Context: an optimization exercise on an open-source flow, tuned for small area. The choices shown serve that exercise and are no tape-out recipe. Function was checked by simulation only, so behaviour that the tests miss may differ from the original. Power is estimated from default activity; no workload was simulated.

Setup of north:
==> flow/design.v <==
`timescale 1ns / 1ps
package gerd_pkg;
   localparam int NUM_BUTTONS = 32;
   localparam int CNT_WIDTH   = 9;
   localparam logic [7:0] RESET_HOLD_DELAY    = 8'd30;
   localparam logic [7:0] RESET_REPEAT_PERIOD = 8'd6;
   localparam logic [7:0] RESET_DEAD_ZONE     = 8'd20;
endpackage
`timescale 1ns / 1ps
module gerd_stick (
   input  logic        [7:0] raw,
   input  logic        [7:0] dead_zone,
   input  logic        [7:0] dead_zone_m1,    
   output logic signed [7:0] offset
);
   logic [7:0] m;
   logic [7:0] limit;
   logic       in_zone;
   function automatic logic less(input logic [7:0] a, input logic [7:0] b);
      less = 1'b0;
      for (int i = 0; i < 8; i++) less = (~a[i] & b[i]) | ((~a[i] | b[i]) & less);
   endfunction
   always_comb begin
      m      = {1'b0, raw[7] ? raw[6:0] : ~raw[6:0]};
      limit  = raw[7] ? dead_zone : dead_zone_m1;
      in_zone = less(m, limit) & (raw[7] | (dead_zone != 8'd0));
      offset = in_zone ? 8'sd0 : $signed({~raw[7], raw[6:0]});
   end
endmodule
`timescale 1ns / 1ps
module gerd_lane (
   input  logic [gerd_pkg::CNT_WIDTH-1:0] s,
   input  logic [gerd_pkg::CNT_WIDTH-1:0] wrap_at,      
   input  logic                           wrap_at_one,  
   output logic                           fire_held,    
   output logic                           wrap,         
   output logic [gerd_pkg::CNT_WIDTH-1:0] inc           
);
   localparam int W = gerd_pkg::CNT_WIDTH;
   logic         zero;
   logic         first;
   function automatic logic less(input logic [W-1:0] a, input logic [W-1:0] b);
      less = 1'b0;
      for (int i = 0; i < W; i++) less = (~a[i] & b[i]) | ((~a[i] | b[i]) & less);
   endfunction
   always_comb begin
      zero   = (s == '0);
      first  = (s[W-1:1] == '0);
      wrap   = ~less(s, wrap_at) | (zero & wrap_at_one);
      inc    = s + W'(1);
      inc[0] = inc[0] & ~zero;
      inc[1] = inc[1] | zero;
      fire_held = first | wrap;
   end
endmodule
`timescale 1ns / 1ps
module gamepad_edge_repeat_deadzone_unit (
   input  logic               clock,
   input  logic               reset,
   input  logic               req_valid,
   output logic               req_stall,
   input  logic        [31:0] req_buttons,
   input  logic        [7:0]  req_stick_x_raw,
   input  logic        [7:0]  req_stick_y_raw,
   output logic               rsp_valid,
   input  logic               rsp_stall,
   output logic        [31:0] rsp_pressed_mask,
   output logic        [31:0] rsp_released_mask,
   output logic        [31:0] rsp_held_mask,
   output logic        [31:0] rsp_repeat_mask,
   output logic signed [7:0]  rsp_stick_x_offset,
   output logic signed [7:0]  rsp_stick_y_offset,
   input  logic               csr_valid,
   output logic               csr_ready,
   input  logic        [1:0]  csr_index,
   input  logic        [7:0]  csr_data
);
   logic [8:0] delay_p1;       
   logic [7:0] period_m1;      
   logic [8:0] wrap_at;        
   logic       wrap_at_one;    
   logic [7:0] dz_ff;
   logic [8:0] delay_p1_in;
   logic [7:0] period_m1_in;
   logic [8:0] wrap_at_in;
   assign csr_ready = 1'b1;
   always_comb begin
      delay_p1_in  = delay_p1;
      period_m1_in = period_m1;
      if (csr_valid && csr_index == 2'd0) delay_p1_in = {1'b0, csr_data} + 9'd1;
      if (csr_valid && csr_index == 2'd1) period_m1_in = csr_data - {7'd0, csr_data != 8'd0};
      wrap_at_in = delay_p1_in + {1'b0, period_m1_in};
   end
   always_ff @(posedge clock) begin
      if (reset) begin
         delay_p1    <= {1'b0, gerd_pkg::RESET_HOLD_DELAY} + 9'd1;
         period_m1   <= gerd_pkg::RESET_REPEAT_PERIOD - 8'd1;
         wrap_at     <= {1'b0, gerd_pkg::RESET_HOLD_DELAY} + {1'b0, gerd_pkg::RESET_REPEAT_PERIOD};
         wrap_at_one <= 1'b0;
         dz_ff       <= gerd_pkg::RESET_DEAD_ZONE;
      end else begin
         delay_p1    <= delay_p1_in;
         period_m1   <= period_m1_in;
         wrap_at     <= wrap_at_in;
         wrap_at_one <= (wrap_at_in == 9'd1);
         if (csr_valid && csr_index == 2'd2) dz_ff <= csr_data;
      end
   end
   logic accept;
   assign req_stall = rsp_valid & rsp_stall;
   assign accept    = req_valid & ~req_stall;
   always_ff @(posedge clock) begin
      if (reset) begin
         rsp_valid <= 1'b0;
      end else if (accept) begin
         rsp_valid <= 1'b1;
      end else if (!rsp_stall) begin
         rsp_valid <= 1'b0;
      end
   end
   localparam int W = gerd_pkg::CNT_WIDTH;
   logic [31:0] fire;
   logic [31:0] level;      
   logic [31:0] prev_ff;    
   logic keep;
   assign keep = ~accept & ~reset;
   for (genvar lane = 0; lane < gerd_pkg::NUM_BUTTONS; lane++) begin : g_lane
      logic [W-1:0] s_ff;
      logic [W-1:0] inc;
      logic         fire_held;
      logic         wrap;
      logic         step;
      gerd_lane u_lane (
         .s           (s_ff),
         .wrap_at     (wrap_at),
         .wrap_at_one (wrap_at_one),
         .fire_held   (fire_held),
         .wrap        (wrap),
         .inc         (inc)
      );
      assign level[lane] = (s_ff != '0);
      assign fire[lane]  = req_buttons[lane] & fire_held;
      assign step        = accept & ~reset & req_buttons[lane];
      always_ff @(posedge clock) begin
         s_ff <= ({W{step & wrap}} & delay_p1) | ({W{step & ~wrap}} & inc) | ({W{keep}} & s_ff);
      end
   end
   logic signed [7:0] stick_x_in;
   logic signed [7:0] stick_y_in;
   logic        [7:0] dz_m1;
   assign dz_m1 = dz_ff - 8'd1;
   gerd_stick u_stick_x (
      .raw          (req_stick_x_raw),
      .dead_zone    (dz_ff),
      .dead_zone_m1 (dz_m1),
      .offset       (stick_x_in)
   );
   gerd_stick u_stick_y (
      .raw          (req_stick_y_raw),
      .dead_zone    (dz_ff),
      .dead_zone_m1 (dz_m1),
      .offset       (stick_y_in)
   );
   always_ff @(posedge clock) begin
      if (accept) begin
         prev_ff            <= level;
         rsp_repeat_mask    <= fire;
         rsp_stick_x_offset <= stick_x_in;
         rsp_stick_y_offset <= stick_y_in;
      end
   end
   assign rsp_held_mask     = level;
   assign rsp_pressed_mask  = level & ~prev_ff;
   assign rsp_released_mask = ~level & prev_ff;
endmodule
export LEC_CHECK = 0
export CAP_MARGIN = 0
export CORE_MARGIN = 2
export CORE_UTILIZATION = 55
export CTS_CLUSTER_DIAMETER = 120
export CTS_CLUSTER_SIZE = 25
export GPL_TIMING_DRIVEN = 0
export SLEW_MARGIN = 0
create_clock -name core_clock -period 5.0 [get_ports {clock}]
standard.sh (not shown) runs the stock make flow with config.mk's settings and CLKGATE_MAP_FILE= SYNTH_SCRIPT=/design/flow/synth_recipe.tcl, a recipe that flattens the netlist after the stock synthesis.
==> flow/flow/run.sh <==
#!/bin/bash
# Own layout flow: the standard synthesis, then the same synthesis again with an
# area-oriented ABC mapping script and without the adder cell mapping (same registers and
# names, checked below), then the standard flow's
# standard layout steps with the port buffers made of buf_1 cells and a clock tree
# without dummy loads.
# Each tool's output goes to a log file of its own in the work folder.
set -euo pipefail
W=$(pwd)
R=$W/orfs/results/$FLOW_PLATFORM/gamepad_edge_repeat_deadzone_unit/base

bash standard.sh synth > $W/log_1_standard_synth.txt 2>&1
cp $R/1_2_yosys.v $W/std_1_2_yosys.v

# 2. the same synthesis with the area-oriented ABC script
sed "s|log_cmd abc {\*}\$abc_args|set abc_args [lreplace \$abc_args 1 1 $W/flow/abc_area.script]; log_cmd abc {*}\$abc_args|" \
    $FLOW_HOME/scripts/synth.tcl > $W/own_orfs_synth.tcl
grep -q "abc_area.script" $W/own_orfs_synth.tcl
sed "s|source \$::env(SCRIPTS_DIR)/synth.tcl|source $W/own_orfs_synth.tcl|" $W/synth_recipe.tcl > $W/own_synth.tcl
grep -q "own_orfs_synth.tcl" $W/own_synth.tcl
rm -f $R/1_2_yosys.v $R/1_2_yosys.sdc $R/1_synth.odb $R/1_synth.sdc
bash standard.sh SYNTH_SCRIPT=$W/own_synth.tcl ADDER_MAP_FILE= synth > $W/log_2_own_synth.txt 2>&1
cp $R/1_2_yosys.v $W/own_1_2_yosys.v

# the registers must be the standard synthesis's, by name and cell type
regs() { grep -oE "sky130_fd_sc_hd__(dfxtp|edfxtp|dfrtp|dfstp|dfbbp|dfrbp|sdfxtp|dlxtp)_[0-9]+ +[^ ]+" "$1" | sed -E 's/_[0-9]+ +/ /' | sort; }
if ! diff <(regs $W/std_1_2_yosys.v) <(regs $W/own_1_2_yosys.v) > $W/log_3_register_diff.txt; then
   echo "registers differ from the standard synthesis; using it" >> $W/log_3_register_diff.txt
   rm -f $R/1_2_yosys.v $R/1_2_yosys.sdc $R/1_synth.odb $R/1_synth.sdc
   bash standard.sh synth > $W/log_2b_standard_synth_again.txt 2>&1
fi

# 3. the standard layout steps
bash standard.sh "BUFFER_PORTS_ARGS=-buffer_cell sky130_fd_sc_hd__buf_1" \
   "CTS_ARGS=-sink_clustering_enable -repair_clock_nets -sink_clustering_size 25 -sink_clustering_max_diameter 120 -dont_use_dummy_load" \
   finish > $W/log_4_layout.txt 2>&1
==> flow/flow/abc_area.script <==
strash
dc2
dc2
dc2
dc2
dc2
&get -n
&st
&dch -f
&nf -R 1000 -p -F 8 -A 4
&put
topo
stime -c
Relative to north, the following input files were edited for south:
--- a/flow/design.v
+++ b/flow/design.v
@@ -80,6 +80,7 @@
    logic [8:0] wrap_at;        
    logic       wrap_at_one;    
    logic [7:0] dz_ff;
+   assign wrap_at_one = (wrap_at == 9'd1);
    logic [8:0] delay_p1_in;
    logic [7:0] period_m1_in;
    logic [8:0] wrap_at_in;
@@ -96,13 +97,11 @@
          delay_p1    <= {1'b0, gerd_pkg::RESET_HOLD_DELAY} + 9'd1;
          period_m1   <= gerd_pkg::RESET_REPEAT_PERIOD - 8'd1;
          wrap_at     <= {1'b0, gerd_pkg::RESET_HOLD_DELAY} + {1'b0, gerd_pkg::RESET_REPEAT_PERIOD};
-         wrap_at_one <= 1'b0;
          dz_ff       <= gerd_pkg::RESET_DEAD_ZONE;
       end else begin
          delay_p1    <= delay_p1_in;
          period_m1   <= period_m1_in;
          wrap_at     <= wrap_at_in;
-         wrap_at_one <= (wrap_at_in == 9'd1);
          if (csr_valid && csr_index == 2'd2) dz_ff <= csr_data;
       end
    end
## What came out
When south is measured against north, its non-clock buffer count turns out 1.7% lower. Relative to north, wire length of the first global-routing pass has decreased by 1.1% in south. Final core area utilization: south < north. south does better than north on leakage power total. Having completed the whole flow, south delivered a layout that passed the timing, DRC and antenna checks. Lower minimum setup slack in the final design was reported by north, not south. In terms of vertical die dimension, north and south differ only marginally. south ends up with lower final period demand of the worst path than north does.

-- separate check: timing with driven ports --
Ports are ideal in the flow. The routed layouts listed here were re-timed in OpenROAD. Step 1 sets driving cells, clkbuf_16 on the clock port and buf_2 on the other inputs (assumed; they add their load-dependent delay and slew). Step 2 adds t to the input delays and takes it off the output delays; t is the mean of the earliest and latest rising clock arrival at the registers after step 1. Input paths then give back, and output paths get back, about the clock's delay inside the block. Three values: no drivers, after step 1, after step 2; two values: the first two.
run	t, ns	setup slack, ns	worst setup path at the end
north	0.592	0.216 / 0.216 / -0.103	input to register
south	0.577	0.309 / 0.309 / 0.031	input to register
Met with ideal ports but missed after step 2: setup timing in north. The setup slack of north, which loses most, moves by 0.000 ns with the drivers and by -0.319 ns with both steps.
